Background: an optimization exercise with open tools, aiming at small area. Do not read the settings as production practice.
The RTL was checked by simulation tests, not by an equivalence proof against the original design.
Power and IR drop assume default switching activity.

`flow/design.v`:
```
`default_nettype none
module param_data_mem_bit (
  input  logic we,
  input  logic we_n,
  input  logic wdata,
  input  logic q,
  output logic d
);
  assign d = ~((we_n | wdata) & (we | q));
endmodule
module param_data_mem_rd3 (
  input  logic s0, d0,
  input  logic s1, d1,
  input  logic s2, d2,
  output logic y_n
);
  assign y_n = ~((s0 & d0) | (s1 & d1) | (s2 & d2));
endmodule
module param_data_mem #(
  parameter int DATA_W = 32,
  parameter int ADDR_W = 8,
  parameter int DEPTH  = 200
) (
  input  logic                  clk,
  input  logic                  rst_n,
  input  logic                  req,
  input  logic                  r_w,
  input  logic [ADDR_W-1:0]     address_bus,
  input  logic [DATA_W-1:0]     data_in,
  input  logic [DATA_W/8-1:0]   byte_en,
  output logic                  ready,
  output logic [DATA_W-1:0]     data_out,
  output logic                  rd_valid,
  output logic                  err
);
  localparam int BE_W  = DATA_W / 8;
  localparam int NLO   = 16;                        
  localparam int NHI   = (DEPTH + NLO - 1) / NLO;   
  localparam int HI_W  = ADDR_W - 4;
  localparam int NRD   = (DEPTH + 2) / 3;           
  localparam int NSEL  = 3 * NRD;
  logic                r_ready;
  logic                r_phase;
  logic [DATA_W-1:0]   r_data_out;
  logic                r_rd_valid;
  logic                r_err;
  logic                w_clear;
  logic                w_accept;
  logic                w_in_range;
  logic [DATA_W-1:0]   w_wdata;       
  logic [NHI-1:0]      w_hi;          
  logic [NLO*BE_W-1:0] w_lo;          
  logic [NSEL-1:0]     w_rsel;        
  logic [DATA_W-1:0]   w_rdata;       
  assign w_clear    = ~r_ready;
  assign w_accept   = req & r_ready;
  assign w_in_range = ({1'b0, address_bus} < (ADDR_W + 1)'(DEPTH));
  assign w_wdata    = {DATA_W{r_phase}} ^ (data_in & {DATA_W{~w_clear}});
  always_comb begin
    for (int i = 0; i < NHI; i++)
      w_hi[i] = w_clear | (w_accept & r_w & (address_bus[ADDR_W-1:4] == HI_W'(i)));
    for (int j = 0; j < NLO; j++)
      for (int b = 0; b < BE_W; b++)
        w_lo[j*BE_W+b] = w_clear | ((address_bus[3:0] == 4'(j)) & byte_en[b]);
    for (int w = 0; w < NSEL; w++)
      w_rsel[w] = (w < DEPTH) && (address_bus == ADDR_W'(w));
  end
  logic [DATA_W-1:0] w_q [NSEL];
  for (genvar w = 0; w < NSEL; w++) begin : g_word
    if (w < DEPTH) begin : g_mem
      logic [DATA_W-1:0] q;
      logic [DATA_W-1:0] d;
      for (genvar b = 0; b < BE_W; b++) begin : g_byte
        logic we, we_n;
        assign we   = w_hi[w / NLO] & w_lo[(w % NLO)*BE_W + b];
        assign we_n = ~we;
        for (genvar k = 0; k < 8; k++) begin : g_bit
          param_data_mem_bit u_bit (
            .we    (we),
            .we_n  (we_n),
            .wdata (w_wdata[8*b+k]),
            .q     (q[8*b+k]),
            .d     (d[8*b+k])
          );
        end
      end
      always_ff @(posedge clk) begin
        q <= d;
      end
      assign w_q[w] = q;
    end else begin : g_none
      assign w_q[w] = '0;
    end
  end
  for (genvar b = 0; b < DATA_W; b++) begin : g_rd
    logic [NRD-1:0] t_n;
    for (genvar k = 0; k < NRD; k++) begin : g_grp
      param_data_mem_rd3 u_rd (
        .s0 (w_rsel[3*k]),   .d0 (w_q[3*k][b]),
        .s1 (w_rsel[3*k+1]), .d1 (w_q[3*k+1][b]),
        .s2 (w_rsel[3*k+2]), .d2 (w_q[3*k+2][b]),
        .y_n(t_n[k])
      );
    end
    assign w_rdata[b] = ~&t_n;
  end
  always_ff @(posedge clk or negedge rst_n) begin
    if (!rst_n) begin
      r_ready    <= 1'b0;
      r_phase    <= 1'b0;
      r_rd_valid <= 1'b0;
      r_err      <= 1'b0;
    end else begin
      r_ready    <= 1'b1;
      r_phase    <= ~r_phase;
      r_rd_valid <= w_accept & ~r_w;
      r_err      <= w_accept & ~w_in_range;
    end
  end
  always_ff @(posedge clk) begin
    r_data_out <= w_rdata ^ {DATA_W{r_phase & w_in_range}};
  end
  assign ready    = r_ready;
  assign data_out = r_data_out;
  assign rd_valid = r_rd_valid;
  assign err      = r_err;
endmodule
`default_nettype wire
```
`flow/run.sh`:
```
#!/bin/bash
# synth_recipe.tcl (not shown) runs the flow's synth.tcl, then flattens the netlist and writes it again
# the make line also repeats each setting of config.mk as NAME=value (left out here)
make -C /OpenROAD-flow-scripts/flow DESIGN_CONFIG=/design/flow/config.mk WORK_HOME=/design/flow/orfs CLKGATE_MAP_FILE= SYNTH_SCRIPT=/design/flow/synth_recipe.tcl finish
```
`flow/config.mk`:
```
export PLATFORM = sky130hd
export DESIGN_NAME = param_data_mem
export DESIGN_NICKNAME = param_data_mem
export VERILOG_FILES = /design/flow/design.v
export SDC_FILE = /design/flow/constraint.sdc
export NUM_CORES = 4
export LEC_CHECK = 0
export CAP_MARGIN = 20
export CELL_PAD_IN_SITES_DETAIL_PLACEMENT = 1
export CELL_PAD_IN_SITES_GLOBAL_PLACEMENT = 1
export CORE_MARGIN = 2
export CORE_UTILIZATION = 35
export CTS_BUF_LIST = sky130_fd_sc_hd__clkbuf_16
export CTS_CLUSTER_DIAMETER = 70
export CTS_CLUSTER_SIZE = 30
export PLACE_DENSITY = 0.42
export SLEW_MARGIN = 20
export SYNTH_HIERARCHICAL = 1
export SYNTH_MEMORY_MAX_BITS = 8192
```
`flow/constraint.sdc`:
```
create_clock -name core_clock -period 5.0 [get_ports {clk}]
set_input_delay 1.0000 -clock core_clock [delete_from_list [all_inputs] [get_ports {clk}]]
set_output_delay 1.0000 -clock core_clock [all_outputs]
set_load 0.01 [all_outputs]
```
==> metrics.md <==
| Metric | Value |
|---|---|
| Worst R2R Start | `r_ready` |
| Hold Fails Final Rpt | `0` |
| Setup Skew | `0.0601 ns` |
| Area after DPL | `0.237 mm2` |
| Internal | `roughly 86 mW` |
| Setup bufs post-CTS | `0` |
| PortBufs | `82` |
| Psw | `35.7 mW` |
| Hpwl dp | `between 800 and 900 mm` |
| Rows | `around 280` |
| Endpoints failing setup | `0` |
| Post-synthesis cell count | `18.3k` |
| Vias in the first global route | `192k` |
| Setup crit start | `address_bus[5]` |
| Clk network pwr share | `36.6%` |
| Status | `complete, no violations` |
| Adder-Cell Fraction of Synth Area | `0%` |
| Logic pwr share | `11.0%` |
| Die area | `~0.6 mm2` |
| HP Class | `primary input to asynchronous set/reset pin` |
| Main combinational cell family by area after synthesis | `compound AO/OA/AOI/OAI gates` |
| Worst EP arrival | `5.88 ns` |
| H-tree depth | `6` |
| Fin crit period | `4.89 ns` |
| Net Sw Frac | `slightly below 30%` |
| Mean Syn Cell Area | `11.3 um2` |
| FF+latch count, synth | `6436` |
| Synth Area in Compound Gates | `30.0%` |
| Unrepaired setup endpoints after global routing | `no` |
| GR Util All Layers | `37.8%` |
| Cell variety after synth | `34` |
| Count of clock tree sinks | `6436` |
| CTS tree | `done` |
| Maximum number of pins on one net before global-route repair | `~100` |
| Drt wl/cell | `40.7 um` |
| Vias | `200k` |
| Mux cell area share after synthesis | `0%` |
| Synth Area in XOR/XNOR | `0.272%` |
| Core area | `0.586 mm2` |
| Routed Antenna Nets | `0` |
| DRT Pass-1 Iters | `14` |
| Critical path startpoint category | `primary input` |
| Number of buffers created by CTS | `521` |
| Post-Synth Simple-Gate Area | `6.07%` |
| Setup_tns | `0 ns` |
| Grt total ovfl | `0` |
| DIE WIDTH | `771 um` |
| LEAKAGE | `95.2 nW` |
| Final WL | `1180 mm` |
| Synthesized cell area | `0.206 mm2` |
| Initial Utilization | `a little over a third` |
| Crit end category | `flip-flop` |
| Max Fclk | `approximately 200 MHz` |
| I/O pins | `83` |
| Sequential power share | `52.4%` |
| Initial antenna violation count | `110` |
| Vias/cell | `about 6.9` |
| Final Cell Area | `between 0.2 and 0.3 mm2` |
| Clock latency (worst-skew pair) | `about 1.2 ns` |
| Placed cells | `27.9k` |
| Peak supply drop | `0.000405 V` |
| Max-cap viol count | `0` |
| Final setup margin | `0.110 ns` |
| First-pass GRT wire length | `approximately 1600 mm` |
| Kind of critical path | `primary input to flip-flop` |
| Final Max Slew Viols | `0` |
| Max_slew headroom | `approximately 14%` |
| Req. time, crit path | `5.99 ns` |
| Iteration-0 DRC Markers | `29.2k` |
| Buffer depth of the longest clock path | `4` |
| Root buf cell | `clkbuf_16` |
| Reg clk slew, reported paths | `0.09 ns` |
| Synth Warn # | `9` |
| Pwr per Cell Area | `478 mW/mm2` |
| Final non-filler cell total | `28.9k` |
| Pre-CTS setup slack | `-1.12 ns` |
| Tcrit/Tclk final | `97.8%` |
| Critical Path Fanout Max | `22` |
| Area Overhead vs Synth | `23.9%` |
| Worst hold margin | `around 0.048 ns` |
| Worst-margin pin slew | `1.29 ns` |
| DRC Markers | `0` |
| Die Height | `771 um` |
| Register area share after synthesis | `62.6%` |
| Final #Nets | `between 20k and 25k` |
| Share of layout cells above drive strength 1 | `16.2%` |
| GP Congestion | `roughly 0.94` |
[logic make-up after synthesis]
group           after synthesis
flops                      6436
simple gates               2772
other cells                   2
buf+inv                     412
compound gates             8571
xor+xnor                     64
[Yosys stat by module, one instance, submodules excluded]
module              flip-flops and latches  area, um2  cells inside  copies in the design
param_data_mem_rd3                       0       10.0             1                  2144
param_data_mem_bit                       0       6.26             1                  6400
param_data_mem                        6436     144000          9713                     1
[registers in the layout, summed over array words and instances (netlist names)]
register        cells
r_rd_valid          1
r_phase             1
r_data_out         32
r_err               1
g_word.g_mem.q   6400
r_ready             1
[stage by stage]
step / power, mW / util, %
2_1_floorplan: 70.0 / -
3_3_place_gp: 77.5 / 40.4
3_5_place_dp: 77.7 / 40.4
4_1_cts: 122 / 43.4
5_1_grt: 126 / 43.5
6_report: 122 / 43.5
[layout by cell type (no fill, tap or decap), types with 81 or more instances in the layout]
| cell | netlist | layout |
|---|---|---|
| dfxtp_1 | 6432 | 6432 |
| o22ai_1 | 6400 | 6400 |
| a222oi_1 | 2144 | 2144 |
| buf_4 | 4 | 1736 |
| nand2_1 | 974 | 899 |
| nor2_1 | 961 | 761 |
| clkbuf_16 | 0 | 548 |
| nand4_1 | 545 | 545 |
| buf_12 | 0 | 311 |
| nor2_4 | 1 | 174 |
| diode_2 | 0 | 88 |
| inv_6 | 0 | 85 |
| clkdlybuf4s50_1 | 0 | 81 |
[synthesized netlist by cell type]
library cell,number,area [um2]
nor3_2,6,60.1
and2_1,60,375
xnor2_1,64,561
and2b_1,2,15.0
o21ai_2,2,17.5
nand3_1,39,195
buf_2,141,706
nor4_2,1,12.5
conb_1,2,7.51
or4_1,32,240
nor2_2,1,6.26
a222oi_1,2144,21500
o22ai_1,6400,40000
o21a_1,13,97.6
nand3_2,2,20.0
nand3_4,2,35.0
dfrtp_1,4,100
nor3_1,64,320
buf_6,36,405
o21ai_4,11,179
nor2b_1,6,37.5
nor2_1,961,3610
o311ai_1,1,8.76
nand2b_1,4,25.0
clkbuf_1,170,638
inv_1,53,199
buf_1,8,30.0
nor2_4,1,11.3
nand2_2,8,50.1
nor4_1,64,400
nand4_1,545,3410
dfxtp_1,6432,129000
buf_4,4,30.0
nand2_1,974,3660
[power by group through the flow]
stage	sequential [mW]	combinational [mW]	clock [mW]
finish	63.8	13.4	44.6
global route	64.6	14.0	47.1
CTS	63.7	13.0	45.1
detailed placement	64.7	13.0	0
global placement	64.8	12.7	0
floorplan	63.1	6.88	0
[layout make-up]
type / count / area [um2]
well taps: 7782 / 9740
clock inverters: 393 / 4070
inverters: 53 / 199
multi-input cells: 11500 / 77800
diodes: 88 / 220
clock buffers: 548 / 13700
repair buffers: 2136 / 20300
fillers: 62600 / 331000
flip-flops and latches: 6436 / 129000
[repair_timing]
item | CTS | global route
endpoints found under the setup margin | 0 | 1
resized for setup | 0 | 1
hold buffers | 0 | 0
[path summary, 6_finish.rpt]
kind	end	slack (ns)	cells past startpoint
worst min register to register	g_word[199].g_mem.q[26]	0.45	1
worst min-delay path	r_err	0.05	1
worst max-delay path	r_data_out[0]	0.11	16
min in group core_clock	r_rd_valid	0.45	2
max in group asynchronous	r_phase	4.72	1
worst max register to register	g_word[8].g_mem.q[18]	1.35	5
[per-layer routing]
layer	global-route usage [%]	vias up	share of wire, %
li1	-	83700	-
met1	50.4	103000	41
met2	55.8	10300	43
met3	8.98	2148	9.4
met4	21.8	44	6.5
met5	0	-	0.029
[critical path, stage by stage]
cell	delay [ns]
clkdlybuf4s50_1	0.72
and2b_1	0.29
nand2_2	0.12
buf_12	0.22
buf_4	0.21
nor2_4	0.18
buf_4	0.26
a222oi_1	0.29
nand4_1	0.38
buf_4	0.27
or4_1	0.59
buf_4	0.25
nor3_2	0.54
buf_4	0.24
nand4_1	0.09
xnor2_1	0.14

## port drivers added, routing unchanged
Ports are ideal in the flow. The routed layout listed here was re-timed in OpenROAD. Step 1 assumes that a clkbuf_16 drives the clock port and a buf_2 every other input. Step 2 times the ports against the registers' clock, not the clock port: input delays grow and output delays shrink by t, the midpoint of the rising clock arrivals with the driver on. Three values: no drivers, after step 1, after step 2; two values: the first two.
t (ns): 1.260
setup slack, ns: 0.110 / 0.177 / -1.083
hold slack, ns: 0.048 / -0.036 / 0.449
worst setup path after step 2: input to register
worst slew at a driven data input, ns: 0.08
Met with ideal ports but missed after step 2: setup timing in this run. For this run, drivers alone change the setup slack by +0.067 ns; drivers and shift together by -1.193 ns.
